What follows belongs to an exercise in optimizing a design on an open flow for small area, a short achievable clock period and few clock cycles; a production flow would make more cautious choices.
In this exercise RTL edits were held to simulation tests only and were not proved equivalent to the original.
Power and IR drop assume default switching activity.

// bf16_dual_lane_dot_product
module bf16_dual_lane_dot_product (
   input  logic        clock,
   input  logic        reset,
   input  logic        req_valid,
   output logic        req_ready,
   input  logic [15:0] req_a_first,
   input  logic [15:0] req_b_first,
   input  logic [15:0] req_a_second,
   input  logic [15:0] req_b_second,
   input  logic        req_pair_valid,
   input  logic        req_last,
   output logic        rsp_valid,
   input  logic        rsp_ready,
   output logic [15:0] rsp_sum
);
clock: 10.5 ns
lec_check: 0
abc_area: 1
cap_margin: 20
core_margin: 2
core_utilization: 40
slew_margin: 20
tns_end_percent: 30
standard.sh (not shown) runs the stock make flow with config.mk's settings and CLKGATE_MAP_FILE= SYNTH_SCRIPT=/design/flow/synth_recipe.tcl, a recipe that flattens the netlist after the stock synthesis.
==> flow/flow/run.sh <==
#!/bin/bash
# Standard layout (the standard.sh), with the timing repair aimed at a
# shorter period than the clock's and plain buffers on the ports.  The clock
# and constraints are the design's.
export SETUP_SLACK_MARGIN=6
export BUFFER_PORTS_ARGS="-buffer_cell sky130_fd_sc_hd__buf_2"
bash standard.sh > standard.log 2>&1
Testbench counts at the start, summed over its fixed seeds: cycles 40,230.
Rerun with:
--- a/flow/design.v
+++ b/flow/design.v
@@ -179,47 +179,50 @@
       else cls_in = C_NORM;
    end
    always_ff @(posedge clock) begin
       s1_s    <= kill | (a[15] ^ b[15]);
       s1_esum <= {1'b0, ea} + {1'b0, eb};
       s1_cls  <= cls_in;
       s1_ma   <= a[6:0];
       s1_mb   <= b[6:0];
    end
    logic [15:0] p;
    logic        c;
+   logic [6:0]  m;
    logic        z0, z1, i0, i1;
+   logic [7:0]  e;
    logic [15:0] prod_in;
    bfdp_mul8 u_mul (.a(s1_ma), .b(s1_mb), .p(p[15:7]));
    assign p[6:0] = 7'd0;
    assign c  = p[15];
+   assign m  = c ? p[14:8] : p[13:7];
    assign z0 = (s1_esum <= 9'd127);
    assign z1 = (s1_esum <= 9'd126);
    assign i0 = (s1_esum >= 9'd382);
    assign i1 = (s1_esum >= 9'd381);
    logic [7:0]  e0, e1;
    assign e0 = s1_esum[7:0] + 8'h81;
    assign e1 = s1_esum[7:0] + 8'h82;
-   logic [15:0] cand0, cand1;
+   assign e  = c ? e1 : e0;
    always_comb begin
       case (s1_cls)
-         C_NAN:  begin cand0 = 16'h7F81;           cand1 = 16'h7F81; end
-         C_INF:  begin cand0 = {s1_s, 15'h7F80};   cand1 = {s1_s, 15'h7F80}; end
-         C_ZERO: begin cand0 = {s1_s, 15'd0};      cand1 = {s1_s, 15'd0}; end
+         C_NAN:  prod_in = 16'h7F81;
+         C_INF:  prod_in = {s1_s, 15'h7F80};
+         C_ZERO: prod_in = {s1_s, 15'd0};
          default: begin
-            cand0 = z0 ? {s1_s, 15'd0} : i0 ? {s1_s, 15'h7F80} : {s1_s, e0, p[13:7]};
-            cand1 = z1 ? {s1_s, 15'd0} : i1 ? {s1_s, 15'h7F80} : {s1_s, e1, p[14:8]};
+            if (c ? z1 : z0) prod_in = {s1_s, 15'd0};
+            else if (c ? i1 : i0) prod_in = {s1_s, 15'h7F80};
+            else prod_in = {s1_s, e, m};
          end
       endcase
    end
-   assign prod_in = c ? cand1 : cand0;
    always_ff @(posedge clock) product_ff <= prod_in;
    assign product = product_ff;
    assign esum    = s1_esum;
    assign carry   = c;
 endmodule
 module bfdp_mul8 (
    input  logic [6:0] a,
    input  logic [6:0] b,
    output logic [15:7] p
 );
    logic pp_0_0;
@@ -679,28 +682,29 @@
       .base_y(m_by), .inc(m_inc), .dec(m_dec), .near(m_near), .lz(m_lz),
       .lead(m_lead)
    );
    logic       a_by, a_inc, a_dec, a_near;
    logic [2:0] a_lz;
    logic [7:0] a_lead;
    bfdp_add u_acc (
       .x(acc_ff), .y(term4_ff), .d(diff_ff), .xz(fresh_ff), .r(acc_in),
       .base_y(a_by), .inc(a_inc), .dec(a_dec), .near(a_near), .lz(a_lz),
       .lead(a_lead)
    );
-   logic [8:0] qb, qb_p1, qb_m1;
+   logic [8:0] q_a, q_t, qb, qb_p1, qb_m1;
    logic [3:0] ql;   
    logic [5:0] qh_m1;
    logic [8:0] qn;
-   assign qb    = bfdp_pkg::add8(a_by ? term4_ff[14:7] : acc_ff[14:7], ~term3_ff[14:7], 1'b1) ^
-                  9'h100;
+   assign q_a   = bfdp_pkg::add8(acc_ff[14:7], ~term3_ff[14:7], 1'b1) ^ 9'h100;
+   assign q_t   = bfdp_pkg::add8(term4_ff[14:7], ~term3_ff[14:7], 1'b1) ^ 9'h100;
+   assign qb    = a_by ? q_t : q_a;
    assign qb_p1 = qb + 9'd1;
    assign qb_m1 = qb - 9'd1;
    always_comb begin
       ql = 4'd0;
       for (int k = 0; k < 8; k++) begin
          if (a_lead[k]) ql = ql | ({1'b0, qb[2:0]} - 4'(k));
       end
    end
    assign qh_m1 = qb[8:3] - 6'd1;
    assign qn    = {ql[3] ? qh_m1 : qb[8:3], ql[2:0]};
    always_comb begin
Wire length is lower by 5.7%; power is lower by 6.6%; design area is lower by 2.9%; core utilization is lower by 1.4 points; sequential power is lower by about 6%; cell count is lower by 0.59%; clock-buffer cell count is unchanged; register-to-register slack is worse by 0.24 ns; synthesized cell count stays flat; first-iteration DRC count is lower by 3.4%.
Testbench counts after the change, summed over its fixed seeds: cycles 40,230.

[what the ideal ports hide]
How much do the figures lean on ideal ports? The routed layouts below were timed once more, with nothing changed but the port constraints. Step 1 (the two cells are an assumption about what drives the block):
set clk [get_ports {clock}]
set_driving_cell -lib_cell sky130_fd_sc_hd__clkbuf_16 $clk
set_driving_cell -lib_cell sky130_fd_sc_hd__buf_2 [delete_from_list [all_inputs] $clk]
Step 2 also shifts input and output timing later by t, the mid clock arrival at the registers, as if the neighbouring blocks saw the same clock. a / b / c = ideal ports / drivers / drivers and shift; a / b = the first two.
run | shift t [ns] | slack for setup (ns) | hold slack, ns | worst setup path after step 2 | worst data-port slew with drivers (ns)
the first run | 0.563 | 5.913 / 5.862 / 5.523 | 0.358 / 0.358 / 0.358 | input to register | 0.05
the second run | 0.554 | 5.748 / 5.748 / 5.509 | 0.356 / 0.356 / 0.356 | input to register | 0.03
After both steps setup and hold are still met in every run listed. The setup slack of the first run, which loses most, moves by -0.051 ns with the drivers and by -0.390 ns with both steps.
